What follows belongs to an exercise in optimizing a design on an open flow for small area, a short achievable clock period and few clock cycles; a production flow would make more cautious choices.
Where RTL was checked, it was by simulation tests only, not by an equivalence proof against the original.
No functional check of the RTL was part of runs 2 and 3.
No activity file was given, so power comes from the tool's default toggle rates.

===== flow/design.v =====
package dds_pkg;
   localparam int NPROC_DEF = 8;
   localparam int NRES_DEF  = 4;
   localparam int ACTION_W  = 2;
   localparam int PIDX_W    = 3;
   localparam int RIDX_W    = 2;
   localparam int UNITS_W   = 16;
   localparam int WORK_W    = 20;
   localparam int MASK_W    = 8;
   localparam int COUNT_W   = 4;
   localparam int IDX_MAX_W = 4;
   localparam logic [WORK_W-1:0] WORK_MAX = {WORK_W{1'b1}};
   typedef enum logic [ACTION_W-1:0] {
      ACT_LOAD_ENTRY = 2'd0,
      ACT_LOAD_FREE  = 2'd1,
      ACT_RUN        = 2'd2
   } action_type;
   typedef enum logic [2:0] {
      ST_IDLE,
      ST_PICK,
      ST_CHECK,
      ST_RELEASE,
      ST_ADVANCE,
      ST_REPORT
   } state_type;
   typedef struct packed {
      logic                 copy;
      logic                 free_we;
      logic [IDX_MAX_W-1:0] free_idx;
      logic [UNITS_W-1:0]   free_data;
      logic                 rel;
      logic [IDX_MAX_W-1:0] idx;
   } work_cmd_type;
endpackage
module dds_ram #(
   parameter int WIDTH = 32,
   parameter int DEPTH = 32
) (
   input  logic                     clock,
   input  logic                     we,
   input  logic [$clog2(DEPTH)-1:0] waddr,
   input  logic [WIDTH-1:0]         wdata,
   input  logic                     re,
   input  logic [$clog2(DEPTH)-1:0] raddr,
   output logic [WIDTH-1:0]         rdata
);
   logic [WIDTH-1:0] mem_ff [DEPTH];
   logic [WIDTH-1:0] rdata_ff;
   always_ff @(posedge clock) begin
      if (we) begin
         mem_ff[waddr] <= wdata;
      end
      if (re) begin
         rdata_ff <= mem_ff[raddr];
      end
   end
   assign rdata = rdata_ff;
endmodule
module dds_work #(
   parameter int NRES = dds_pkg::NRES_DEF
) (
   input  logic                        clock,
   input  logic                        reset,
   input  dds_pkg::work_cmd_type       cmd,
   input  logic [dds_pkg::UNITS_W-1:0] held,
   input  logic [dds_pkg::UNITS_W-1:0] need,
   output logic                        fit
);
   localparam int RW = (NRES > 1) ? $clog2(NRES) : 1;
   logic [dds_pkg::UNITS_W-1:0] free_ff [NRES];
   logic [dds_pkg::WORK_W-1:0]  work_ff [NRES];
   logic [dds_pkg::WORK_W-1:0]  work_sel;
   logic [dds_pkg::WORK_W:0]    sum;
   logic [dds_pkg::WORK_W-1:0]  sum_sat;
   logic [RW-1:0]               idx;
   logic [RW-1:0]               free_idx;
   assign idx      = cmd.idx[RW-1:0];
   assign free_idx = cmd.free_idx[RW-1:0];
   assign work_sel = work_ff[idx];
   assign fit      = (dds_pkg::WORK_W'(need) <= work_sel);
   assign sum      = (dds_pkg::WORK_W+1)'(work_sel) + (dds_pkg::WORK_W+1)'(held);
   assign sum_sat  = sum[dds_pkg::WORK_W] ? dds_pkg::WORK_MAX : sum[dds_pkg::WORK_W-1:0];
   always_ff @(posedge clock) begin
      if (cmd.free_we) begin
         free_ff[free_idx] <= cmd.free_data;
      end
   end
   always_ff @(posedge clock) begin
      if (reset) begin
         for (int i = 0; i < NRES; i++) begin
            work_ff[i] <= '0;
         end
      end else if (cmd.copy) begin
         for (int i = 0; i < NRES; i++) begin
            work_ff[i] <= dds_pkg::WORK_W'(free_ff[i]);
         end
      end else if (cmd.rel) begin
         work_ff[idx] <= sum_sat;
      end
   end
endmodule
module deadlock_detection_safety_check #(
   parameter int NPROC = dds_pkg::NPROC_DEF,
   parameter int NRES  = dds_pkg::NRES_DEF
) (
   input  logic                         clock,
   input  logic                         reset,
   input  logic                         req_valid,
   output logic                         req_ready,
   input  logic [dds_pkg::ACTION_W-1:0] req_action,
   input  logic [dds_pkg::PIDX_W-1:0]   req_process_index,
   input  logic [dds_pkg::RIDX_W-1:0]   req_resource_index,
   input  logic [dds_pkg::UNITS_W-1:0]  req_held_units,
   input  logic [dds_pkg::UNITS_W-1:0]  req_max_units,
   input  logic [dds_pkg::UNITS_W-1:0]  req_free_units,
   output logic                         rsp_valid,
   input  logic                         rsp_ready,
   output logic                         rsp_deadlocked,
   output logic [dds_pkg::MASK_W-1:0]   rsp_blocked_mask,
   output logic [dds_pkg::COUNT_W-1:0]  rsp_finished_count
);
   localparam int UW = dds_pkg::UNITS_W;
   logic                         in_v_ff;
   logic [dds_pkg::ACTION_W-1:0] in_act_ff;
   logic [dds_pkg::PIDX_W-1:0]   in_p_ff;
   logic [dds_pkg::RIDX_W-1:0]   in_r_ff;
   logic [UW-1:0]                in_a_ff;    
   logic [UW-1:0]                in_b_ff;    
   logic [UW-1:0] held_ff [NPROC][NRES];
   logic [UW-1:0] need_ff [NPROC][NRES];
   logic [UW-1:0] free_ff [NRES];
   logic [UW-1:0] work_ff [NRES];
   logic          ovf_ff  [NRES];
   logic             ready_ff;
   logic             running_ff;
   logic             relprev_ff;
   logic [NPROC-1:0] sel_ff;
   logic [NPROC-1:0] fin_ff;
   logic                        rsp_valid_ff;
   logic                        rsp_dead_ff;
   logic [dds_pkg::MASK_W-1:0]  rsp_mask_ff;
   logic [dds_pkg::COUNT_W-1:0] rsp_count_ff;
   logic             req_fire;
   logic             ld_entry, ld_free, start;
   logic             active, done, report_fire;
   logic [UW-1:0]    load_need;
   logic [NPROC-1:0] fits, cand, pick;
   logic [UW-1:0]    hsel [NRES];
   logic [UW:0]      sum  [NRES];
   logic [3:0]       popc;
   assign req_ready   = ready_ff;
   assign req_fire    = req_valid && ready_ff;
   assign ld_entry    = in_v_ff && (in_act_ff == 2'd0);
   assign ld_free     = in_v_ff && (in_act_ff == 2'd1);
   assign start       = in_v_ff && (in_act_ff == 2'd2);
   assign active      = running_ff || start;
   assign done        = running_ff && (sel_ff == '0) && !relprev_ff;
   assign report_fire = !rsp_valid_ff || rsp_ready;
   assign load_need   = (in_b_ff > in_a_ff) ? (in_b_ff - in_a_ff) : '0;
   always_comb begin
      for (int p = 0; p < NPROC; p++) begin
         fits[p] = 1'b1;
         for (int r = 0; r < NRES; r++) begin
            if (!ovf_ff[r] && (need_ff[p][r] > work_ff[r])) fits[p] = 1'b0;
         end
      end
   end
   assign cand = fits & ~fin_ff & ~sel_ff;
   assign pick = cand & (~cand + NPROC'(1));    
   always_comb begin
      for (int r = 0; r < NRES; r++) begin
         hsel[r] = '0;
         for (int p = 0; p < NPROC; p++) begin
            hsel[r] = hsel[r] | (held_ff[p][r] & {UW{sel_ff[p]}});
         end
         sum[r] = (UW+1)'(work_ff[r]) + (UW+1)'(hsel[r]);
      end
   end
   always_comb begin
      popc = '0;
      for (int p = 0; p < NPROC; p++) popc = popc + 4'(fin_ff[p]);
   end
   always_ff @(posedge clock) begin
      in_act_ff <= req_action;
      in_p_ff   <= req_process_index;
      in_r_ff   <= req_resource_index;
      in_a_ff   <= (req_action == 2'd1) ? req_free_units : req_held_units;
      in_b_ff   <= req_max_units;
   end
   always_ff @(posedge clock) begin
      for (int p = 0; p < NPROC; p++) begin
         for (int r = 0; r < NRES; r++) begin
            if (ld_entry && (in_p_ff == p) && (in_r_ff == r)) begin
               held_ff[p][r] <= in_a_ff;
               need_ff[p][r] <= load_need;
            end
         end
      end
      for (int r = 0; r < NRES; r++) begin
         if (ld_free && (in_r_ff == r)) begin
            free_ff[r] <= in_a_ff;
         end
      end
   end
   always_ff @(posedge clock) begin
      for (int r = 0; r < NRES; r++) begin
         if (done) begin
            work_ff[r] <= free_ff[r];
            ovf_ff[r]  <= 1'b0;
         end else if (ld_free && (in_r_ff == r)) begin
            work_ff[r] <= in_a_ff;
            ovf_ff[r]  <= 1'b0;
         end else if (running_ff && (sel_ff != '0)) begin
            work_ff[r] <= sum[r][UW-1:0];
            ovf_ff[r]  <= ovf_ff[r] | sum[r][UW];
         end
      end
   end
   always_ff @(posedge clock) begin
      if (reset) begin
         in_v_ff      <= 1'b0;
         ready_ff     <= 1'b1;
         running_ff   <= 1'b0;
         relprev_ff   <= 1'b0;
         sel_ff       <= '0;
         fin_ff       <= '0;
         rsp_valid_ff <= 1'b0;
      end else begin
         in_v_ff    <= req_fire;
         relprev_ff <= (sel_ff != '0);
         if (done) begin
            if (report_fire) begin
               running_ff <= 1'b0;
               fin_ff     <= '0;
            end
            sel_ff <= '0;
         end else if (active) begin
            running_ff <= 1'b1;
            fin_ff     <= fin_ff | sel_ff;
            sel_ff     <= pick;
         end
         if (req_fire && (req_action == 2'd2)) begin
            ready_ff <= 1'b0;
         end else if (active && !done) begin
            ready_ff <= (sel_ff == '0) && (cand == '0) && !(rsp_valid_ff && !rsp_ready);
         end else if (done && !report_fire) begin
            ready_ff <= rsp_ready;
         end else begin
            ready_ff <= 1'b1;
         end
         if (report_fire) begin
            rsp_valid_ff <= done;
         end
      end
   end
   always_ff @(posedge clock) begin
      if (done && report_fire) begin
         rsp_dead_ff  <= (fin_ff != '1);
         rsp_mask_ff  <= ~fin_ff;
         rsp_count_ff <= popc;
      end
   end
   assign rsp_valid          = rsp_valid_ff;
   assign rsp_deadlocked     = rsp_dead_ff;
   assign rsp_blocked_mask   = rsp_mask_ff;
   assign rsp_finished_count = rsp_count_ff;
endmodule

===== flow/run.sh =====
#!/bin/bash
# synth_recipe.tcl (not shown) runs the flow's synth.tcl, then flattens the netlist and writes it again
# the make line also repeats each setting of config.mk as NAME=value (left out here)
make -C /OpenROAD-flow-scripts/flow DESIGN_CONFIG=/design/flow/config.mk WORK_HOME=/design/flow/orfs CLKGATE_MAP_FILE= SYNTH_SCRIPT=/design/flow/synth_recipe.tcl finish

===== flow/config.mk =====
export PLATFORM = sky130hd
export DESIGN_NAME = deadlock_detection_safety_check
export DESIGN_NICKNAME = deadlock_detection_safety_check
export VERILOG_FILES = /design/flow/design.v
export SDC_FILE = /design/flow/constraint.sdc
export NUM_CORES = 4
export LEC_CHECK = 0
export CAP_MARGIN = 20
export CORE_MARGIN = 2
export CORE_UTILIZATION = 40
export SLEW_MARGIN = 20

===== flow/constraint.sdc =====
create_clock -name core_clock -period 5.0 [get_ports {clock}]
set_input_delay 1.0000 -clock core_clock [delete_from_list [all_inputs] [get_ports {clock}]]
set_output_delay 1.0000 -clock core_clock [all_outputs]
set_load 0.01 [all_outputs]

==> results of run 1 <==
worst reg2reg max path, cell delays in order (launching register included):
cell and delay [ns]:
dfxtp_4 0.72, buf_4 0.47, a22oi_1 0.15, nand4_1 0.12
ha_1 0.30, a211oi_1 0.30, o21bai_1 0.16, a31oi_1 0.28
o21ai_0 0.22, o41ai_1 0.53, o21ai_0 0.27, a2111oi_0 0.45
nor4_1 0.08
registers in the layout (all words and copies together) (netlist names), 2 cells and up:
| name | count |
|---|---|
| fin_ff | 8 |
| free_ff | 64 |
| held_ff | 512 |
| in_a_ff | 16 |
| in_act_ff | 2 |
| in_b_ff | 16 |
| in_p_ff | 3 |
| in_r_ff | 2 |
| need_ff | 512 |
| ovf_ff | 4 |
| rsp_count_ff | 4 |
| rsp_mask_ff | 8 |
| sel_ff | 8 |
| work_ff | 64 |
cell families (layout without fill, tap and decap cells):
kind of cell / count (synthesis) / count (layout)
buf+inv: 257 / 589
fa+ha+maj: 605 / 605
other cells: 0 / 1
simple gates: 828 / 828
xor+xnor: 55 / 55
flops: 1229 / 1229
compound gates: 963 / 963
mux: 18 / 18
cell type report:
class | count | area (sq um)
flip-flops and latches | 1229 | 36310
well taps | 1876 | 2347
multi-input cells | 2469 | 19190
inverters | 154 | 578.1
clock buffers | 190 | 3855
repair buffers | 187 | 1722
diodes | 1 | 2.502
fillers | 12074 | 74650
clock inverters | 58 | 708.2
metal layers:
layer / part of all wire, % / vias up / track usage [%]
met5: 0 / - / 0
met4: 2.5 / 0 / 6.841
met3: 7.8 / 226 / 3.806
met2: 45 / 1489 / 35.17
met1: 45 / 18116 / 32.72
li1: - / 16163 / -
where the power goes:
part / total, mW / switching (mW) / internal (mW)
Sequential: 11.6 / 0.0678 / 11.6
Clock: 10.3 / 4.13 / 6.17
Combinational: 1.67 / 1.20 / 0.468
per-stage QoR:
step / power, mW / hold slack, ns / cell area, sq um
after floorplan: 12.66 / 0.4773 / 56110
after global placement: 13.49 / 0.5076 / 59950
after detailed placement: 13.52 / 0.5129 / 60070
after CTS: 23.74 / 0.5263 / 64630
after global routing: 24.29 / 0.5567 / 64710
final: 23.60 / 0.5268 / 64710
placed cells by master, fill, tap and decap left out, types with 19 or more instances in the layout:
master	n
and3_1	21
nor2b_1	39
a21oi_1	280
o21bai_1	19
inv_1	154
and4_1	19
dfxtp_1	43
xor2_1	24
a31oi_1	27
nor2_4	32
o21ai_0	124
edfxtp_1	1165
a22oi_1	265
nor3_1	47
xnor2_1	31
buf_4	105
a211oi_1	28
o211ai_1	29
clkbuf_1	37
clkbuf_16	143
nand2_1	170
nand3_1	64
nand4_1	147
a21o_1	63
ha_1	596
clkdlybuf4s50_1	73
nor2_1	187
worst min path at each step:
stage,startpoint,endpoint,slack (ns),cells after the start
6_report,free_ff[2][2]$_DFFE_PP_,work_ff[2][2]$_DFFE_PP_,0.53,2
5_1_grt,free_ff[2][2]$_DFFE_PP_,work_ff[2][2]$_DFFE_PP_,0.56,2
4_1_cts,free_ff[0][2]$_DFFE_PP_,work_ff[0][2]$_DFFE_PP_,0.53,2
3_5_place_dp,free_ff[0][2]$_DFFE_PP_,work_ff[0][2]$_DFFE_PP_,0.51,2
3_3_place_gp,free_ff[1][2]$_DFFE_PP_,work_ff[1][2]$_DFFE_PP_,0.51,2
2_1_floorplan,ready_ff$_SDFF_PP1_,in_v_ff$_SDFF_PP0_,0.48,2
==> results.toml, run 1 <==
[pwr]
power.ir.vdd_worst_uv = 271.3
powerDensity_mw_per_mm2 = 364.6
static-leakage-power_nw = 23.48

[synthesis]
post-synth-top-area-fraction_pct = 62.35
syn_inst = 3955
yosysSeqAreaShare_pct = 64.63
synthesis.area_sq_mm = 0.05611
synthesis.area_per_instance_sq_um = 14.19
synth-edff-count = 1165
compound_gate_portion_of_the_synthesized_area_pct = 11.32
synth.net_count = 4619
synth_mux_area_share_pct = 0.3568
synth_xor_xnor_area_share_pct = 0.8585
post_synth_main_area_contributors = "edfxtp_1, ha_1, a22oi_1"
synth_top_family_by_area = "adder cells"
ys_ff_latch = 1229
synth_cell_type_count = 86
synth-simple-area-share_pct = 7.443
synth_adder_area_share_pct = 13.61
async_flop_share_pct = 0
synth_largest_area_cell = "edfxtp_1"
warning_count_from_the_yosys_run = 8
yosys-top-cells-count = "edfxtp_1, ha_1, a21oi_1, a22oi_1, nor2_1"
synth_top_flop_cell = "edfxtp_1"
yosysMostFrequentCell = "edfxtp_1"

[setup_path]
reg2reg_slack_ns = 0.83
timing.critical_path.required_ns = 5.65
timing.setup.critical_path_class = "flip-flop to flip-flop"
cp_slowest_stage_delay_ns = 0.72
regToRegEndpoint = "ovf_ff[1]$_SDFFE_PP0P_"
worstSetupEndpoint = "ovf_ff[1]$_SDFFE_PP0P_"
crit_arrival_ns = 4.82
path_depth = 12
cp-end-kind = "flip-flop"
startpoint_type = "flip-flop"
reg2reg_depth = 12
timing.critical_path.max_delay_family = "compound AO/OA/AOI/OAI gates"
crit_start = "sel_ff[0]$_SDFFE_PP0P_"
cp_common_cell = "o21ai_0"
critical_path.reg2reg.startpoint = "sel_ff[0]$_SDFFE_PP0P_"
critPathBufInv = 1
path_cells = "buf_4 > a22oi_1 > nand4_1 > ha_1 > a211oi_1 > o21bai_1 > a31oi_1 > o21ai_0 > o41ai_1 > o21ai_0 > a2111oi_0 > nor4_1"
timing.critical_path.fanout_max = 35
timing.critical_path.slowest_stage_cell = "dfxtp_4"

[clock_network]
htree_levels = 4
clk_root_buffer_cell = "clkbuf_16"
cts_max_path_buffers = 3
numCtsBuffers = 137
tritoncts_num_sinks = 1229
clock_insertion_delay_worst_skew_ns = 0.77
cts.repair_timing.setup_buffer_count = 0
clk_pin_slew_worst_paths_ns = 0.06
ctsResizeCount = 0
cts.hold.buffers_added = 0
cts_tree = "built"

[global_route]
pin_count_of_the_biggest_net_entering_global_routing = 63
antenna_found_initial = 5
number_of_global_route_vias_before_repair = 35222
grt_usage_pct = 22.73
wire_length_of_the_first_global_routing_pass_mm = 236.1
grt_overflow = 0

[sta]
setup_ws_ns = 0.8335
rsz0062_at_grt = "false"
finalSetupViolations = 0
layout_min_cycle_time_ns = 4.166
fmaxAchievable_mhz = 240.0
setup_total_negative_slack_ns = 0
max_slew_margin_pct = 23.23
period_share_pct = 83.33
final_number_of_max_transition_violations = 0
finalHoldViolCount = 0
worst_slew_pin_slew_ns = 1.149
clock-skew-final_ns = 0.02654

[cells_and_area]
layout_overhead_on_the_synthesized_area_pct = 15.33
postLayoutCoreUtil_pct = 46.44
layoutNonFillerInstCount = 6164
final_nets = 4842
drive_above_1_share_pct = 9.820

[route]
final_antenna_net_count = 0
drt_first_pass_iters = 6
routed_wirelength_mm = 163.0
drt-vias-per-instance = 5.839
routedWlPerCell_microns = 26.44
dr_total_vias = 35994
detailedRoute.firstIterationViolations = 4039
drcViolationCount = 0

[floorplan]
initial_utilization_pct = 40.26
boundaryPins = 74
design.core.area_sq_mm = 0.1394
area_of_the_die_sq_mm = 0.1433
floorplan.rows = 137
die-width_microns = 378.5
chipHeight_microns = 378.5

[run_status]
outcome = "finished clean"

[flow_run]
max_cap_viol_count = 0

[place]
place.detailed.instances = 5911
hpwlAfterDp_mm = 105.9
gp_congestion = 0.8746
dp_slack_ns = 1.008
port-buffer-count = 73

[min_path]
timing.hold.worst.class = "flip-flop to flip-flop"
Testbench counts, summed over its fixed seeds: cycles 11,725.
==> inputs of run 2 (changes only) <==
--- a/flow/design.v
+++ b/flow/design.v
@@ -134,4 +134,5 @@
    logic             ready_ff;
    logic             running_ff;
+   logic             ending_ff;     
    logic             relprev_ff;
    logic [NPROC-1:0] sel_ff;
@@ -142,6 +143,11 @@
    logic [dds_pkg::COUNT_W-1:0] rsp_count_ff;
    logic             req_fire;
-   logic             ld_entry, ld_free, start;
-   logic             active, done, report_fire;
+   logic             apply, ld_entry, ld_free, start;
+   logic             done, report_fire, report_ok_next;
+   logic             running_next, ending_next;
+   logic [NPROC-1:0] fin_next;
+   logic             nb_v;
+   logic [1:0]       nb_act;
+   logic [2:0]       nb_p;
    logic [UW-1:0]    load_need;
    logic [NPROC-1:0] fits, cand, pick;
@@ -151,16 +157,43 @@
    assign req_ready   = ready_ff;
    assign req_fire    = req_valid && ready_ff;
-   assign ld_entry    = in_v_ff && (in_act_ff == 2'd0);
-   assign ld_free     = in_v_ff && (in_act_ff == 2'd1);
-   assign start       = in_v_ff && (in_act_ff == 2'd2);
-   assign active      = running_ff || start;
    assign done        = running_ff && (sel_ff == '0) && !relprev_ff;
    assign report_fire = !rsp_valid_ff || rsp_ready;
-   assign load_need   = (in_b_ff > in_a_ff) ? (in_b_ff - in_a_ff) : '0;
+   assign apply = in_v_ff && ready_ff;
+   assign ld_entry  = apply && (in_act_ff == 2'd0);
+   assign ld_free   = apply && (in_act_ff == 2'd1);
+   assign start     = apply && (in_act_ff == 2'd2);
+   assign load_need = (req_max_units > req_held_units) ? (req_max_units - req_held_units) : '0;
+   function automatic logic gt_tree(input logic [UW-1:0] a, input logic [UW-1:0] b);
+      logic [UW-1:0] g, ge;
+      g  = a & ~b;
+      ge = a | ~b;
+      for (int w = 1; w < UW; w = w * 2) begin
+         for (int i = 0; i + w < UW; i = i + 2 * w) begin
+            g[i]  = g[i + w] | (ge[i + w] & g[i]);
+            ge[i] = g[i + w] | (ge[i + w] & ge[i]);
+         end
+      end
+      gt_tree = g[0];
+   endfunction
+   function automatic logic [UW:0] add_tree(input logic [UW-1:0] a, input logic [UW-1:0] b);
+      logic [UW-1:0] g, t, c;
+      g = a & b;
+      t = a | b;
+      for (int w = 1; w < UW; w = w * 2) begin
+         for (int i = 0; i < UW; i++) begin
+            if ((i / w) % 2 == 1) begin
+               g[i] = g[i] | (t[i] & g[(i / w) * w - 1]);
+               t[i] = t[i] & t[(i / w) * w - 1];
+            end
+         end
+      end
+      c = {g[UW-2:0], 1'b0};
+      add_tree = {g[UW-1], a ^ b ^ c};
+   endfunction
    always_comb begin
       for (int p = 0; p < NPROC; p++) begin
          fits[p] = 1'b1;
          for (int r = 0; r < NRES; r++) begin
-            if (!ovf_ff[r] && (need_ff[p][r] > work_ff[r])) fits[p] = 1'b0;
+            if (!ovf_ff[r] && gt_tree(need_ff[p][r], work_ff[r])) fits[p] = 1'b0;
          end
       end
@@ -174,5 +207,5 @@
             hsel[r] = hsel[r] | (held_ff[p][r] & {UW{sel_ff[p]}});
          end
-         sum[r] = (UW+1)'(work_ff[r]) + (UW+1)'(hsel[r]);
+         sum[r] = add_tree(work_ff[r], hsel[r]);
       end
    end
@@ -181,10 +214,41 @@
       for (int p = 0; p < NPROC; p++) popc = popc + 4'(fin_ff[p]);
    end
-   always_ff @(posedge clock) begin
-      in_act_ff <= req_action;
-      in_p_ff   <= req_process_index;
-      in_r_ff   <= req_resource_index;
-      in_a_ff   <= (req_action == 2'd1) ? req_free_units : req_held_units;
-      in_b_ff   <= req_max_units;
+   assign report_ok_next = !(rsp_valid_ff && !rsp_ready);
+   always_comb begin
+      running_next = running_ff;
+      ending_next  = 1'b0;
+      fin_next     = fin_ff;
+      if (done) begin
+         if (report_fire) begin
+            running_next = 1'b0;
+            fin_next     = '0;
+         end else begin
+            ending_next = report_ok_next;
+         end
+      end else if (running_ff || start) begin
+         running_next = 1'b1;
+         fin_next     = fin_ff | sel_ff;
+         ending_next  = (sel_ff == '0) && (cand == '0) && report_ok_next;
+      end
+   end
+   always_comb begin
+      if (in_v_ff && !apply) begin
+         nb_v   = 1'b1;
+         nb_act = in_act_ff;
+         nb_p   = in_p_ff;
+      end else begin
+         nb_v   = req_fire;
+         nb_act = req_action;
+         nb_p   = req_process_index;
+      end
+   end
+   always_ff @(posedge clock) begin
+      if (ready_ff) begin
+         in_act_ff <= req_action;
+         in_p_ff   <= req_process_index;
+         in_r_ff   <= req_resource_index;
+         in_a_ff   <= (req_action == 2'd1) ? req_free_units : req_held_units;
+         in_b_ff   <= load_need;
+      end
    end
    always_ff @(posedge clock) begin
@@ -193,5 +257,5 @@
             if (ld_entry && (in_p_ff == p) && (in_r_ff == r)) begin
                held_ff[p][r] <= in_a_ff;
-               need_ff[p][r] <= load_need;
+               need_ff[p][r] <= in_b_ff;
             end
          end
@@ -205,9 +269,9 @@
    always_ff @(posedge clock) begin
       for (int r = 0; r < NRES; r++) begin
-         if (done) begin
+         if (ld_free && (in_r_ff == r) && (!running_ff || done)) begin
+            work_ff[r] <= in_a_ff;
+            ovf_ff[r]  <= 1'b0;
+         end else if (done) begin
             work_ff[r] <= free_ff[r];
-            ovf_ff[r]  <= 1'b0;
-         end else if (ld_free && (in_r_ff == r)) begin
-            work_ff[r] <= in_a_ff;
             ovf_ff[r]  <= 1'b0;
          end else if (running_ff && (sel_ff != '0)) begin
@@ -222,4 +286,5 @@
          ready_ff     <= 1'b1;
          running_ff   <= 1'b0;
+         ending_ff    <= 1'b0;
          relprev_ff   <= 1'b0;
          sel_ff       <= '0;
@@ -227,26 +292,15 @@
          rsp_valid_ff <= 1'b0;
       end else begin
-         in_v_ff    <= req_fire;
+         in_v_ff    <= nb_v;
+         running_ff <= running_next;
+         ending_ff  <= ending_next;
+         fin_ff     <= fin_next;
          relprev_ff <= (sel_ff != '0);
-         if (done) begin
-            if (report_fire) begin
-               running_ff <= 1'b0;
-               fin_ff     <= '0;
-            end
-            sel_ff <= '0;
-         end else if (active) begin
-            running_ff <= 1'b1;
-            fin_ff     <= fin_ff | sel_ff;
-            sel_ff     <= pick;
-         end
-         if (req_fire && (req_action == 2'd2)) begin
-            ready_ff <= 1'b0;
-         end else if (active && !done) begin
-            ready_ff <= (sel_ff == '0) && (cand == '0) && !(rsp_valid_ff && !rsp_ready);
-         end else if (done && !report_fire) begin
-            ready_ff <= rsp_ready;
-         end else begin
-            ready_ff <= 1'b1;
-         end
+         sel_ff     <= (!done && (running_ff || start)) ? pick : '0;
+         unique case (nb_act)
+            2'd0:    ready_ff <= !nb_v || !running_next || ending_next || fin_next[nb_p];
+            2'd2:    ready_ff <= !nb_v || !running_next;
+            default: ready_ff <= 1'b1;
+         endcase
          if (report_fire) begin
             rsp_valid_ff <= done;
==> results.toml, run 2 <==
[run_status]
outcome = "finished clean"

[floorplan]
die-width_microns = 374.5
chipHeight_microns = 374.5
floorplan.rows = 135
boundaryPins = 74
design.core.area_sq_mm = 0.1358
area_of_the_die_sq_mm = 0.1403
initial_utilization_pct = 40.43

[place]
hpwlAfterDp_mm = 100.1
port-buffer-count = 73
gp_congestion = 0.8385
place.detailed.instances = 5855
place_area_sq_mm = 0.05863

[clock_network]
numCtsBuffers = 135
clk_pin_slew_worst_paths_ns = 0.06
cts_tree = "built"
cts.repair_timing.setup_buffer_count = 0
ctsResizeCount = 0
htree_levels = 4
tritoncts_num_sinks = 1229
clock_insertion_delay_worst_skew_ns = 0.75
cts_max_path_buffers = 3
cts.hold.buffers_added = 0
clk_root_buffer_cell = "clkbuf_16"

[synthesis]
warning_count_from_the_yosys_run = 8
synth_cell_type_count = 89
syn_inst = 4033
yosysMostFrequentCell = "edfxtp_1"
post_synth_main_area_contributors = "edfxtp_1, maj3_1, a22oi_1"
synthesis.area_per_instance_sq_um = 13.62
synth_top_flop_cell = "edfxtp_1"
ys_ff_latch = 1229
yosys-top-cells-count = "edfxtp_1, a22oi_1, nor2_1, inv_1, maj3_1"
synth.net_count = 4249
synthesis.area_sq_mm = 0.05491
yosysSeqAreaShare_pct = 66.75
synth_largest_area_cell = "edfxtp_1"
synth-edff-count = 1204
async_flop_share_pct = 0
post-synth-top-area-fraction_pct = 65.84

[route]
final_antenna_net_count = 0
routed_wirelength_mm = 159.5
drt-vias-per-instance = 5.792
dr_total_vias = 35361
detailedRoute.firstIterationViolations = 4106
drt_first_pass_iters = 6
routedWlPerCell_microns = 26.12
drcViolationCount = 0

[pwr]
power_frac_comb_pct = 5.1
powerDensity_mw_per_mm2 = 357.5
switchingPower_mw = 4.993
power.ir.vdd_worst_uv = 268.8
cellInternalPower_mw = 17.55
switching_share_pct = 22.15
pwr-share-clk_pct = 43.3
pwr-share-seq_pct = 51.6
static-leakage-power_nw = 20.74

[cells_and_area]
layout_overhead_on_the_synthesized_area_pct = 14.83
layoutNonFillerInstCount = 6105
fin_area_sq_mm = 0.06306
fill_cells = 11911
most_common_cell_after_layout_fill_and_taps_aside = "edfxtp_1"
layout_common_cells = "edfxtp_1, a22oi_1, inv_1, maj3_1, nor2_1"
reg.largest.list = "held_ff x512, need_ff x512"
final_nets = 4432
drive_above_1_share_pct = 9.669

[setup_path]
startpoint_type = "flip-flop"
timing.critical_path.fanout_max = 9
timing.critical_path.max_delay_family = "compound AO/OA/AOI/OAI gates"
cp_slowest_stage_delay_ns = 0.85
timing.critical_path.slowest_stage_cell = "a311oi_1"
crit_arrival_ns = 4.87
path_cells = "clkinv_1 > maj3_1 > o221ai_1 > a21oi_1 > a2111oi_0 > nand2_1 > a311oi_1 > nand4_1 > nand4b_1 > o21ai_1"
cp-end-kind = "flip-flop"
critPathBufInv = 1
timing.setup.critical_path_class = "flip-flop to flip-flop"
timing.critical_path.required_ns = 5.64

[sta]
final_number_of_max_transition_violations = 0
finalSetupViolations = 0
setup_total_negative_slack_ns = 0
worst_slew_pin_slew_ns = 1.065
finalHoldViolCount = 0
rsz0062_at_grt = "false"
clock-skew-final_ns = 0.02577
period_share_pct = 84.50
max_slew_margin_pct = 28.97
layout_min_cycle_time_ns = 4.225
fmaxAchievable_mhz = 236.7

[global_route]
wire_length_of_the_first_global_routing_pass_mm = 231.3
pin_count_of_the_biggest_net_entering_global_routing = 92
grt_usage_pct = 22.47
grt_overflow = 0
antenna_found_initial = 9
number_of_global_route_vias_before_repair = 34122

[flow_run]
max_cap_viol_count = 0

[min_path]
timing.hold.worst.class = "flip-flop to flip-flop"
-- run 2: changes by cell type in the layout (fill, tap and decap cells not counted), moves of 32 or more --
| cell | before | now |
|---|---|---|
| a21o_1 | 63 | 11 |
| o22ai_1 | 5 | 42 |
| nand2b_1 | 14 | 127 |
| inv_1 | 154 | 246 |
| a21oi_1 | 280 | 186 |
| nor2b_1 | 39 | 151 |
| maj3_1 | 0 | 235 |
| nor2_1 | 187 | 221 |
| o21ai_0 | 124 | 160 |
| nand4_1 | 147 | 72 |
| nand3_1 | 64 | 32 |
| edfxtp_1 | 1165 | 1204 |
| ha_1 | 596 | 136 |
-- run 2: path summary, 6_finish.rpt --
check        cells past startpoint                       end                     start  slack [ns]
max                             10       ready_ff$_SDFF_PP1_  work_ff[2][13]$_DFFE_PP_        0.78
min                              2  work_ff[0][14]$_DFFE_PP_  free_ff[0][14]$_DFFE_PP_        0.62
max reg2reg                     10       ready_ff$_SDFF_PP1_  work_ff[2][13]$_DFFE_PP_        0.78
min reg2reg                      2  work_ff[0][14]$_DFFE_PP_  free_ff[0][14]$_DFFE_PP_        0.62
-- run 2: layout make-up --
type	instances	area, sq um	share of cell area [%]
diodes	1	2.502	0.003968
clock buffers	167	3626	5.750
clock inverters	77	675.6	1.071
inverters	268	1006	1.595
multi-input cells	2373	16890	26.79
flip-flops and latches	1229	36690	58.18
well taps	1781	2228	3.534
repair buffers	209	1942	3.080
-- run 2: layer usage --
metal / global-route usage [%] / vias up / part of all wire (%)
met3: 3.760 / 235 / 7.9
met1: 31.48 / 17965 / 43
met5: 0 / - / 0.027
li1: - / 15776 / -
met4: 7.136 / 6 / 2.8
met2: 35.73 / 1379 / 46
-- run 2: cell families (layout without fill, tap and decap cells) --
| family | count (synthesis) | after routing | share of synthesized area, % |
|---|---|---|---|
| AOI/OAI and AO/OA | 960 | 960 | 11.88 |
| xor gates and xnor gates | 52 | 52 | 0.8294 |
| adders and majority gates | 412 | 412 | 8.558 |
| buffers and inverters | 431 | 721 | 2.969 |
| DFF | 1229 | 1229 | 66.75 |
| muxes | 8 | 8 | 0.1982 |
| other | 0 | 1 | 0 |
| and+or+nand+nor | 941 | 941 | 8.813 |
-- run 2: worst min-delay path, cell delays in order (launching register included) --
cell	delay (ns)
edfxtp_1	0.32
a21oi_1	0.06
a21oi_1	0.13
-- run 2: power groups by stage --
| stage | sequential (mW) | clock, mW | combinational, mW |
|---|---|---|---|
| 6_report | 11.6 | 9.76 | 1.15 |
| 5_1_grt | 11.6 | 10.3 | 1.22 |
| 4_1_cts | 11.6 | 9.87 | 1.15 |
| 3_5_place_dp | 11.8 | 0 | 1.14 |
| 3_3_place_gp | 11.8 | 0 | 1.13 |
| 2_1_floorplan | 12.0 | 0 | 0.388 |
-- run 2: stage by stage --
step           power [mW]  util, %  setup slack, ns  hold slack (ns)
6_report            22.54    46.43           0.7751           0.6202
2_1_floorplan       12.36        -            1.160           0.4787
3_3_place_gp        12.97    43.10           0.5485           0.5876
4_1_cts             22.65    46.34           0.7618           0.6171
5_1_grt             23.12    46.43           0.4825           0.6469
3_5_place_dp        12.99    43.17           0.6262           0.6055
==> inputs of run 3 (changes only) <==
--- a/flow/config.mk
+++ b/flow/config.mk
@@ -9,3 +9,4 @@
 export CORE_MARGIN = 2
 export CORE_UTILIZATION = 40
+export SETUP_SLACK_MARGIN = 1.5
 export SLEW_MARGIN = 20
==> results.toml, run 3 <==
[route]
drcViolationCount = 0
routed_wirelength_mm = 168.2
detailedRoute.firstIterationViolations = 4391
routedWlPerCell_microns = 26.83
final_antenna_net_count = 0
drt_first_pass_iters = 6
dr_total_vias = 36505
drt-vias-per-instance = 5.822

[synthesis]
synth-edff-count = 1204
synth_top_flop_cell = "edfxtp_1"
ys_ff_latch = 1229
synth_largest_area_cell = "edfxtp_1"
synthesis.area_per_instance_sq_um = 13.62
async_flop_share_pct = 0
post_synth_main_area_contributors = "edfxtp_1, maj3_1, a22oi_1"
warning_count_from_the_yosys_run = 8
synth.net_count = 4249
synth_cell_type_count = 89
synthesis.area_sq_mm = 0.05491
post-synth-top-area-fraction_pct = 65.84
yosysMostFrequentCell = "edfxtp_1"
yosys-top-cells-count = "edfxtp_1, a22oi_1, nor2_1, inv_1, maj3_1"
yosysSeqAreaShare_pct = 66.75
syn_inst = 4033

[floorplan]
floorplan.rows = 135
initial_utilization_pct = 40.43
design.core.area_sq_mm = 0.1358
chipHeight_microns = 374.5
boundaryPins = 74
area_of_the_die_sq_mm = 0.1403
die-width_microns = 374.5

[global_route]
wire_length_of_the_first_global_routing_pass_mm = 239.4
pin_count_of_the_biggest_net_entering_global_routing = 92
grt_overflow = 0
antenna_found_initial = 18
number_of_global_route_vias_before_repair = 34754
grt_usage_pct = 23.43

[clock_network]
htree_levels = 4
tritoncts_num_sinks = 1229
cts.hold.buffers_added = 0
clk_pin_slew_worst_paths_ns = 0.06
cts_max_path_buffers = 3
numCtsBuffers = 133
clk_root_buffer_cell = "clkbuf_16"
cts_tree = "built"
clock_insertion_delay_worst_skew_ns = 0.77

[run_status]
outcome = "finished clean"

[pwr]
power.ir.vdd_worst_uv = 335.1
powerDensity_mw_per_mm2 = 341.8
static-leakage-power_nw = 21.70
post-layout-total-power_mw = 22.38

[sta]
setup_total_negative_slack_ns = 0
rsz0062_at_grt = "true"
finalSetupViolations = 0
period_share_pct = 70.45
max_slew_margin_pct = 24.09
finalHoldViolCount = 0
clock-skew-final_ns = 0.03258
worst_slew_pin_slew_ns = 1.136
fmaxAchievable_mhz = 283.9
final_number_of_max_transition_violations = 0
layout_min_cycle_time_ns = 3.523

[cells_and_area]
fin_area_sq_mm = 0.06548
drive_above_1_share_pct = 15.92
final_nets = 4593
layout_overhead_on_the_synthesized_area_pct = 19.24
reg.largest.list = "held_ff x512, need_ff x512"
layout_common_cells = "edfxtp_1, a22oi_1, maj3_1, buf_4, inv_1"
most_common_cell_after_layout_fill_and_taps_aside = "edfxtp_1"

[flow_run]
max_cap_viol_count = 0

[setup_path]
crit_arrival_ns = 4.01
cp-end-kind = "flip-flop"
cp_slowest_stage_delay_ns = 0.39
startpoint_type = "flip-flop"
critPathBufInv = 3
timing.critical_path.fanout_max = 5
timing.critical_path.slowest_stage_cell = "a2111oi_4"
timing.critical_path.required_ns = 5.48
timing.setup.critical_path_class = "flip-flop to flip-flop"
timing.critical_path.max_delay_family = "compound AO/OA/AOI/OAI gates"
path_cells = "buf_8 > buf_12 > buf_16 > a22oi_2 > nand4_1 > ha_2 > o21bai_4 > a21oi_4 > o211ai_1 > a2111oi_4 > nor2_2 > a221oi_2 > o21bai_1 > xor2_1 > nand2_1 > a31oi_1"

[place]
hpwlAfterDp_mm = 99.74
port-buffer-count = 73
gp_congestion = 0.8826
place_area_sq_mm = 0.05857

[min_path]
timing.hold.worst.class = "flip-flop to flip-flop"
==> run 3: cell counts after synthesis <==
Identical to the previous run, type by type.
==> run 3: cell families after synthesis <==
logic type	Yosys count	synth area share, %
AO/OA/AOI/OAI	960	11.88
XOR/XNOR	52	0.8294
adder cells (fa/ha/maj)	412	8.558
buffers and inverters	431	2.969
flip-flops	1229	66.75
multiplexers	8	0.1982
AND/OR/NAND/NOR	941	8.813
==> run 3: metal layers <==
metal	up-vias	wire, microns	track usage (%)
met5	-	0	0
met4	0	5960	8.224
met3	290	15450	4.490
met2	1625	77870	37.31
met1	18436	68920	32.08
li1	16154	-	-
==> run 3: worst reg2reg max path, cell delays in order, from the launching register on <==
cell and delay [ns]:
dfxtp_4 0.36, buf_8 0.15, buf_12 0.16, buf_16 0.16
a22oi_2 0.16, nand4_1 0.20, ha_2 0.24, o21bai_4 0.17
a21oi_4 0.18, o211ai_1 0.18, a2111oi_4 0.39, nor2_2 0.10
a221oi_2 0.33, o21bai_1 0.15, xor2_1 0.17, nand2_1 0.07
a31oi_1 0.09
==> run 3: repair_timing <==
item | 4_1_cts | 5_1_grt
endpoints found under the setup margin | 97 | 116
pin swaps | 46 | 97
gates resized for setup | 80 | 128
setup buffers | 96 | 70
endpoints found under the hold margin | 0 | 0
cloned | 4 | 1
==> run 3: where the power goes <==
part	internal (mW)	leakage, nW	total (mW)	switching [mW]
combinational	0.294	8.58	1.19	0.893
sequential	11.6	11.1	11.6	0.0574
clock	5.51	2.05	9.57	4.06
==> run 3: stage by stage <==
stage	instances	utilization (%)	worst slack [ns]	hold slack, ns
final	6270	48.21	1.477	0.5715
after global routing	6265	48.20	1.337	0.6453
after CTS	6190	47.37	1.380	0.5736
after detailed placement	5848	43.13	0.7480	0.5596
after global placement	5842	43.03	0.6917	0.5556
after floorplan	4033	-	1.160	0.4787
==> run 3: layout make-up <==
type                            count  area, sq um
Clock inverter                     70        590.6
Clock buffer                      172         3601
Timing Repair Buffer              372         3832
Sequential cell                  1229        36690
Antenna cell                        5        12.51
Multi-Input combinational cell   2373        17460
Tap cell                         1781         2228
Fill cell                       11683        70330
Inverter                          268         1067
==> run 3: worst paths after layout <==
path	startpoint	endpoint	slack, ns	cells after the start
setup / recovery	sel_ff[0]$_SDFF_PP0_	work_ff[0][15]$_DFFE_PP_	1.48	16
hold / removal	fin_ff[6]$_SDFF_PP0_	fin_ff[6]$_SDFF_PP0_	0.57	2
setup reg to reg	sel_ff[0]$_SDFF_PP0_	work_ff[0][15]$_DFFE_PP_	1.48	16
hold reg to reg	fin_ff[6]$_SDFF_PP0_	fin_ff[6]$_SDFF_PP0_	0.57	2
==> inputs of run 4 (changes only) <==
--- a/flow/design.v
+++ b/flow/design.v
@@ -138,4 +138,5 @@
    logic [NPROC-1:0] sel_ff;
    logic [NPROC-1:0] fin_ff;
+   logic [3:0]       cnt_ff;
    logic                        rsp_valid_ff;
    logic                        rsp_dead_ff;
@@ -146,5 +147,5 @@
    logic             done, report_fire, report_ok_next;
    logic             running_next, ending_next;
-   logic [NPROC-1:0] fin_next;
+   logic [NPROC-1:0] fin_next, fin_all;
    logic             nb_v;
    logic [1:0]       nb_act;
@@ -157,5 +158,6 @@
    assign req_ready   = ready_ff;
    assign req_fire    = req_valid && ready_ff;
-   assign done        = running_ff && (sel_ff == '0) && !relprev_ff;
+   assign fin_all     = fin_ff | sel_ff;
+   assign done        = running_ff && (((sel_ff == '0) && !relprev_ff) || (fin_all == '1));
    assign report_fire = !rsp_valid_ff || rsp_ready;
    assign apply = in_v_ff && ready_ff;
@@ -177,14 +179,16 @@
    endfunction
    function automatic logic [UW:0] add_tree(input logic [UW-1:0] a, input logic [UW-1:0] b);
-      logic [UW-1:0] g, t, c;
+      logic [UW-1:0] g, t, gn, tn, c;
       g = a & b;
       t = a | b;
       for (int w = 1; w < UW; w = w * 2) begin
-         for (int i = 0; i < UW; i++) begin
-            if ((i / w) % 2 == 1) begin
-               g[i] = g[i] | (t[i] & g[(i / w) * w - 1]);
-               t[i] = t[i] & t[(i / w) * w - 1];
-            end
+         gn = g;
+         tn = t;
+         for (int i = w; i < UW; i++) begin
+            gn[i] = g[i] | (t[i] & g[i - w]);
+            tn[i] = t[i] & t[i - w];
          end
+         g = gn;
+         t = tn;
       end
       c = {g[UW-2:0], 1'b0};
@@ -200,5 +204,12 @@
    end
    assign cand = fits & ~fin_ff & ~sel_ff;
-   assign pick = cand & (~cand + NPROC'(1));    
+   always_comb begin
+      logic lower;
+      lower = 1'b0;
+      for (int p = 0; p < NPROC; p++) begin
+         pick[p] = cand[p] && !lower;
+         lower   = lower || cand[p];
+      end
+   end
    always_comb begin
       for (int r = 0; r < NRES; r++) begin
@@ -210,8 +221,5 @@
       end
    end
-   always_comb begin
-      popc = '0;
-      for (int p = 0; p < NPROC; p++) popc = popc + 4'(fin_ff[p]);
-   end
+   assign popc = cnt_ff + 4'(sel_ff != '0);
    assign report_ok_next = !(rsp_valid_ff && !rsp_ready);
    always_comb begin
@@ -225,9 +233,10 @@
          end else begin
             ending_next = report_ok_next;
+            fin_next    = fin_all;
          end
       end else if (running_ff || start) begin
          running_next = 1'b1;
          fin_next     = fin_ff | sel_ff;
-         ending_next  = (sel_ff == '0) && (cand == '0) && report_ok_next;
+         ending_next  = (((sel_ff == '0) && (cand == '0)) || (fin_all == '1)) && report_ok_next;
       end
    end
@@ -269,13 +278,13 @@
    always_ff @(posedge clock) begin
       for (int r = 0; r < NRES; r++) begin
-         if (ld_free && (in_r_ff == r) && (!running_ff || done)) begin
+         if (running_ff && !done) begin
+            work_ff[r] <= sum[r][UW-1:0];
+            ovf_ff[r]  <= ovf_ff[r] | sum[r][UW];
+         end else if (ld_free && (in_r_ff == r)) begin
             work_ff[r] <= in_a_ff;
             ovf_ff[r]  <= 1'b0;
-         end else if (done) begin
+         end else begin
             work_ff[r] <= free_ff[r];
             ovf_ff[r]  <= 1'b0;
-         end else if (running_ff && (sel_ff != '0)) begin
-            work_ff[r] <= sum[r][UW-1:0];
-            ovf_ff[r]  <= ovf_ff[r] | sum[r][UW];
          end
       end
@@ -309,7 +318,14 @@
    end
    always_ff @(posedge clock) begin
+      if (!running_ff) begin
+         cnt_ff <= '0;
+      end else if (sel_ff != '0) begin
+         cnt_ff <= cnt_ff + 4'd1;
+      end
+   end
+   always_ff @(posedge clock) begin
       if (done && report_fire) begin
-         rsp_dead_ff  <= (fin_ff != '1);
-         rsp_mask_ff  <= ~fin_ff;
+         rsp_dead_ff  <= (fin_all != '1);
+         rsp_mask_ff  <= ~fin_all;
          rsp_count_ff <= popc;
       end
--- a/flow/config.mk
+++ b/flow/config.mk
@@ -8,5 +8,5 @@
 export CAP_MARGIN = 20
 export CORE_MARGIN = 2
-export CORE_UTILIZATION = 40
-export SETUP_SLACK_MARGIN = 1.5
+export CORE_UTILIZATION = 60
+export SETUP_SLACK_MARGIN = 2.2
 export SLEW_MARGIN = 20
==> results.toml, run 4 <==
[run_status]
outcome = "finished clean"

[synthesis]
yosys-top-cells-count = "edfxtp_1, a22oi_1, nor2_1, maj3_1, inv_1"
synth.net_count = 4220
post_synth_main_area_contributors = "edfxtp_1, dfxtp_1, maj3_1"
synthesis.area_per_instance_sq_um = 13.42
warning_count_from_the_yosys_run = 8
post-synth-top-area-fraction_pct = 60.01
synthesis.area_sq_mm = 0.05385
synth_largest_area_cell = "edfxtp_1"
ys_ff_latch = 1233
yosysMostFrequentCell = "edfxtp_1"
async_flop_share_pct = 0
synth_cell_type_count = 79
synth-edff-count = 1076
synth_top_flop_cell = "edfxtp_1"
syn_inst = 4013
yosysSeqAreaShare_pct = 65.84

[pwr]
static-leakage-power_nw = 22.77
pwr-share-clk_pct = 37.0
pwr-share-seq_pct = 47.2
power.ir.vdd_worst_uv = 383.2
switchingPower_mw = 7.022
switching_share_pct = 27.34
cellInternalPower_mw = 18.67
power_frac_comb_pct = 15.8
powerDensity_mw_per_mm2 = 386.5
post-layout-total-power_mw = 25.69

[sta]
fmaxAchievable_mhz = 293.2
setup_ws_ns = 1.589
finalHoldViolCount = 0
final_number_of_max_transition_violations = 0
period_share_pct = 68.21
layout_min_cycle_time_ns = 3.411
setup_total_negative_slack_ns = 0
worst_slew_pin_slew_ns = 1.210
max_slew_margin_pct = 19.33
finalSetupViolations = 0
clock-skew-final_ns = 0.04120
rsz0062_at_grt = "true"

[clock_network]
clk_root_buffer_cell = "clkbuf_16"
cts_tree = "built"
htree_levels = 4
clock_insertion_delay_worst_skew_ns = 0.76
clk_pin_slew_worst_paths_ns = 0.06
numCtsBuffers = 131
tritoncts_num_sinks = 1233
cts_max_path_buffers = 3

[cells_and_area]
final_nets = 4741
layout_common_cells = "edfxtp_1, buf_4, a22oi_1, maj3_1, nor2_1"
most_common_cell_after_layout_fill_and_taps_aside = "edfxtp_1"
fill_cells = 5481
reg.largest.list = "held_ff x512, need_ff x512"
postLayoutCoreUtil_pct = 74.98
layout_overhead_on_the_synthesized_area_pct = 23.44
layoutNonFillerInstCount = 5810
drive_above_1_share_pct = 24.33

[setup_path]
regToRegEndpoint = "work_ff[3][14]$_DFF_P_"
timing.setup.critical_path_class = "flip-flop to flip-flop"
crit_arrival_ns = 4.04
cp-end-kind = "flip-flop"
reg2reg_depth = 14
timing.critical_path.fanout_max = 7
timing.critical_path.required_ns = 5.63
critical_path.reg2reg.startpoint = "sel_ff[0]$_SDFF_PP0_"
startpoint_type = "flip-flop"
reg2reg_slack_ns = 1.59

[route]
highest_layer = "met5"
dr_total_vias = 38629
routed-wl-met2_mm = 80.33
drcViolationCount = 0
drt-vias-per-instance = 6.649
dr_wl_met3_mm = 19.96
final_antenna_net_count = 0
drt_first_pass_iters = 8
routed_wirelength_mm = 175.8
detailedRoute.firstIterationViolations = 4967
met1Wirelength_mm = 66.34
routedWlPerCell_microns = 30.25

[place]
dp_slack_ns = 0.6860
gp_congestion = 0.9116
port-buffer-count = 73
place.detailed.instances = 5209
hpwlAfterDp_mm = 103.2

[floorplan]
initial_utilization_pct = 60.74
chipHeight_microns = 303.6
boundaryPins = 74
design.core.area_sq_mm = 0.08865
die-width_microns = 303.6
area_of_the_die_sq_mm = 0.09215
floorplan.rows = 109

[min_path]
number_of_stages_on_the_worst_hold_path = 1
worstHoldStart = "free_ff[1][5]$_DFF_P_"
hold-path-endpoint = "free_ff[1][5]$_DFF_P_"
timing.hold.worst.class = "flip-flop to flip-flop"

[flow_run]
max_cap_viol_count = 0

[global_route]
pin_count_of_the_biggest_net_entering_global_routing = 55
antenna_found_initial = 15
grt_overflow = 0
wire_length_of_the_first_global_routing_pass_mm = 243.6
grt_usage_pct = 37.00
number_of_global_route_vias_before_repair = 36486
run 4: power by group through the flow:
stage	sequential (mW)	combinational (mW)	clock, mW
after floorplan	12.2	1.97	0
after global placement	12.3	3.31	0
after detailed placement	12.3	3.40	0
after CTS	12.1	3.55	9.53
after global routing	12.2	4.26	9.96
final	12.1	4.05	9.52
run 4: worst max-delay path, stage by stage, from the launching register on:
cell and delay (ns):
dfxtp_4 0.39, buf_6 0.15, buf_12 0.14, buf_4 0.15
buf_4 0.18, a22oi_1 0.19, nand4_1 0.34, ha_1 0.38
nor3_1 0.29, a21oi_2 0.12, a221oi_2 0.34, o2111ai_2 0.15
a21oi_2 0.20, xor2_1 0.16, a21oi_1 0.08
run 4: repair_timing:
| item | in CTS | in global routing |
|---|---|---|
| endpoints found under the setup margin | 458 | 115 |
| pin swaps | 78 | 147 |
| gates cloned | 13 | 2 |
| setup buffers | 189 | 146 |
| hold buffers | 0 | 0 |
| resized for setup | 228 | 318 |
run 4: how the worst max path moves through the flow:
stage	startpoint	endpoint	slack, ns	cells after the start
floorplan	sel_ff[1]$_SDFF_PP0_	work_ff[3][14]$_DFF_P_	1.94	16
global placement	work_ff[0][15]$_DFF_P_	ready_ff$_SDFF_PP1_	0.77	9
detailed placement	work_ff[0][13]$_DFF_P_	ready_ff$_SDFF_PP1_	0.69	10
CTS	work_ff[2][5]$_DFF_P_	ready_ff$_SDFF_PP1_	1.62	10
global route	sel_ff[3]$_SDFF_PP0_	work_ff[3][14]$_DFF_P_	1.45	16
finish	sel_ff[0]$_SDFF_PP0_	work_ff[3][14]$_DFF_P_	1.59	14
run 4: stage by stage:
stage	hold WS, ns	area (sq um)
after global routing	0.4832	66460
final	0.4755	66470
after global placement	0.4570	56720
after detailed placement	0.4626	56900
after floorplan	0.4467	54430
after CTS	0.4764	63890
run 4: final cells by class:
type,count,area [sq um],area share [%]
diodes,5,12.51,0.01882
multi-input cells,2394,18880,28.41
well taps,1165,1458,2.193
clock inverters,67,589.3,0.8866
clock buffers,172,3598,5.414
inverters,249,1082,1.628
flip-flops and latches,1233,35590,53.54
repair buffers,525,5258,7.910
run 4: logic make-up (layout without fill, tap and decap cells):
family          count (synthesis)  count (layout)  synth area share, %
buf+inv                       394            1013                2.749
simple gates                  919             927                8.888
other cells                     0               5                    0
fa+ha+maj                     394             394                8.105
flops                        1233            1233                65.84
compound gates                927             927                11.71
mux                            78              78                1.601
xor+xnor                       68              68                1.106
run 4: routing by layer:
metal  global-route usage, %  up-vias
met5                       0        -
met1                   49.79    19278
met4                   16.88       10
met2                   57.84     2450
met3                   8.389      475
li1                        -    16416
Testbench counts of run 4, summed over its fixed seeds: cycles 10,301.
==> inputs of run 5 (changes only) <==
--- a/flow/config.mk
+++ b/flow/config.mk
@@ -8,5 +8,5 @@
 export CAP_MARGIN = 20
 export CORE_MARGIN = 2
-export CORE_UTILIZATION = 60
+export CORE_UTILIZATION = 40
 export SETUP_SLACK_MARGIN = 2.2
 export SLEW_MARGIN = 20
==> results.toml, run 5 <==
[run_status]
outcome = "finished clean"

[synthesis]
post-synth-top-area-fraction_pct = 60.01
synth_largest_area_cell = "edfxtp_1"
ys_ff_latch = 1233
post_synth_main_area_contributors = "edfxtp_1, dfxtp_1, maj3_1"
yosysSeqAreaShare_pct = 65.84
yosysMostFrequentCell = "edfxtp_1"
warning_count_from_the_yosys_run = 8
yosys-top-cells-count = "edfxtp_1, a22oi_1, nor2_1, maj3_1, inv_1"
synthesis.area_per_instance_sq_um = 13.42
synthesis.area_sq_mm = 0.05385
syn_inst = 4013
synth.net_count = 4220
synth-edff-count = 1076
synth_cell_type_count = 79
async_flop_share_pct = 0
synth_top_flop_cell = "edfxtp_1"

[clock_network]
cts.hold.buffers_added = 0
clk_root_buffer_cell = "clkbuf_16"
cts_tree = "built"
clk_pin_slew_worst_paths_ns = 0.06
cts_max_path_buffers = 3
clock_insertion_delay_worst_skew_ns = 0.76
numCtsBuffers = 134
htree_levels = 4
tritoncts_num_sinks = 1233

[route]
drt-vias-per-instance = 5.862
dr_total_vias = 37582
final_antenna_net_count = 0
drt_first_pass_iters = 7
routed-wl-met2_mm = 81.82
detailedRoute.firstIterationViolations = 4427
dr_wl_met3_mm = 18.47
met1Wirelength_mm = 71.98
highest_layer = "met5"
routedWlPerCell_microns = 28.20
drcViolationCount = 0
routed_wirelength_mm = 180.8

[min_path]
timing.hold.worst.class = "flip-flop to flip-flop"

[sta]
clock-skew-final_ns = 0.03900
layout_min_cycle_time_ns = 3.278
setup_total_negative_slack_ns = 0
finalSetupViolations = 0
worst_slew_pin_slew_ns = 1.082
fmaxAchievable_mhz = 305.0
period_share_pct = 65.56
rsz0062_at_grt = "true"
final_number_of_max_transition_violations = 0
max_slew_margin_pct = 27.70
finalHoldViolCount = 0

[place]
hpwlAfterDp_mm = 102.4
gp_congestion = 0.8728
port-buffer-count = 73
place_area_sq_mm = 0.05770

[cells_and_area]
drive_above_1_share_pct = 25.16
fin_area_sq_mm = 0.06751
reg.largest.list = "held_ff x512, need_ff x512"
layout_overhead_on_the_synthesized_area_pct = 25.38
final_nets = 4735
layout_common_cells = "edfxtp_1, buf_4, a22oi_1, nor2_1, maj3_1"
most_common_cell_after_layout_fill_and_taps_aside = "edfxtp_1"

[floorplan]
chipHeight_microns = 370.9
initial_utilization_pct = 40.35
boundaryPins = 74
design.core.area_sq_mm = 0.1335
area_of_the_die_sq_mm = 0.1376
floorplan.rows = 134
die-width_microns = 370.9

[global_route]
antenna_found_initial = 13
grt_usage_pct = 25.43
pin_count_of_the_biggest_net_entering_global_routing = 42
wire_length_of_the_first_global_routing_pass_mm = 251.3
grt_overflow = 0
number_of_global_route_vias_before_repair = 35592

[setup_path]
timing.setup.critical_path_class = "flip-flop to flip-flop"
cp-end-kind = "flip-flop"
crit_arrival_ns = 3.89
timing.critical_path.required_ns = 5.61
timing.critical_path.fanout_max = 7
startpoint_type = "flip-flop"

[pwr]
power.ir.vdd_worst_uv = 261.1
static-leakage-power_nw = 22.78
powerDensity_mw_per_mm2 = 386.1

[flow_run]
max_cap_viol_count = 0
## run 5: cell counts after synthesis
No cell type changed its count.
## run 5: area by class of cell
| cell class | count | area, sq um |
|---|---|---|
| clock inverter | 44 | 404.1 |
| multi-input combinational | 2394 | 19010 |
| inverter | 249 | 1099 |
| antenna | 5 | 12.51 |
| timing repair inverter | 1 | 7.507 |
| fill | 11215 | 65950 |
| timing repair buffer | 515 | 5256 |
| clock buffer | 202 | 3897 |
| sequential | 1233 | 35610 |
| tap | 1768 | 2212 |
## run 5: layer usage
layer	track usage [%]	vias to the layer above
met5	0	-
met4	11.37	4
met3	5.904	412
met2	39.91	1930
met1	33.61	18832
li1	-	16404
## run 5: what timing repair did
item,4_1_cts,5_1_grt
resized for setup,328,218
setup buffers,217,105
pin swaps,130,146
cloned,11,4
endpoints found under the setup margin,240,352
## run 5: report_power, final
group	switching [mW]	internal (mW)	leakage [nW]	total (mW)
clock	4.09	5.66	2.10	9.75
combinational	2.63	1.59	9.44	4.22
sequential	0.411	11.7	11.2	12.1
## run 5: logic make-up after synthesis
kind of cell / synth area share, %
AOI/OAI and AO/OA: 11.71
xor gates and xnor gates: 1.106
adders and majority gates: 8.105
buffers and inverters: 2.749
DFF: 65.84
muxes: 1.601
and+or+nand+nor: 8.888
## run 5: worst paths after layout
kind	startpoint	to	slack, ns	cells past startpoint
worst max-delay path	sel_ff[3]$_SDFF_PP0_	work_ff[0][12]$_DFF_P_	1.72	18
worst min register to register	free_ff[2][5]$_DFF_P_	free_ff[2][5]$_DFF_P_	0.47	1
worst min-delay path	free_ff[2][5]$_DFF_P_	free_ff[2][5]$_DFF_P_	0.47	1
worst max register to register	sel_ff[3]$_SDFF_PP0_	work_ff[0][12]$_DFF_P_	1.72	18
## run 5: critical path, cell delays in order (launching register included)
cell and delay (ns):
dfxtp_4 0.36, buf_4 0.12, buf_12 0.13, buf_16 0.14
a22oi_1 0.10, nand4_1 0.17, inv_1 0.07, ha_1 0.20
nand2b_1 0.16, a21oi_2 0.19, o21bai_1 0.10, a21oi_2 0.22
nor4_4 0.07, o41a_1 0.44, buf_4 0.16, buf_6 0.11
o31ai_4 0.17, xnor2_1 0.14, a21oi_1 0.07
## run 5: stage by stage
stage	power (mW)	util, %	instances	hold slack [ns]	setup slack (ns)
4_1_cts	25.75	49.18	6297	0.4750	1.728
3_3_place_gp	15.62	43.12	5818	0.4564	0.8182
6_report	26.07	50.59	6411	0.4732	1.722
5_1_grt	26.85	50.58	6406	0.4829	1.560
2_1_floorplan	14.16	-	4013	0.4467	1.945
3_5_place_dp	15.66	43.23	5823	0.4615	0.7773

-- what the ideal ports hide --
The flow's constraints put no driver on any port. The routed layouts listed below were extracted and timed again, unchanged, in two steps. Step 1 (the two cells are an assumption about what drives the block):
set clk [get_ports {clock}]
set_driving_cell -lib_cell sky130_fd_sc_hd__clkbuf_16 $clk
set_driving_cell -lib_cell sky130_fd_sc_hd__buf_2 [delete_from_list [all_inputs] $clk]
Step 2, shift: input delay + t, output delay - t, t = (earliest + latest rising clock arrival at the registers) / 2. This alone moves slack from input paths to output paths. Slacks: no drivers / after step 1 / after step 2; pairs: no drivers / after step 1.
run	shift t [ns]	setup WS [ns]	slew at the worst register clock pin (ns)	pins driven straight from the clock port
run 1	0.837	0.834 / 0.834 / 0.834	0.06 / 0.06	1
run 2	0.812	0.775 / 0.775 / 0.628	0.06 / 0.06	1
run 3	0.828	1.477 / 1.477 / 0.977	0.07 / 0.07	1
run 4	0.819	1.589 / 1.589 / 1.079	0.07 / 0.07	1
run 5	0.822	1.722 / 1.722 / 1.203	0.06 / 0.06	1
After both steps every run listed still meets setup and hold. For run 5, which loses most, drivers alone change the setup slack by 0.000 ns; drivers and shift together by -0.519 ns.
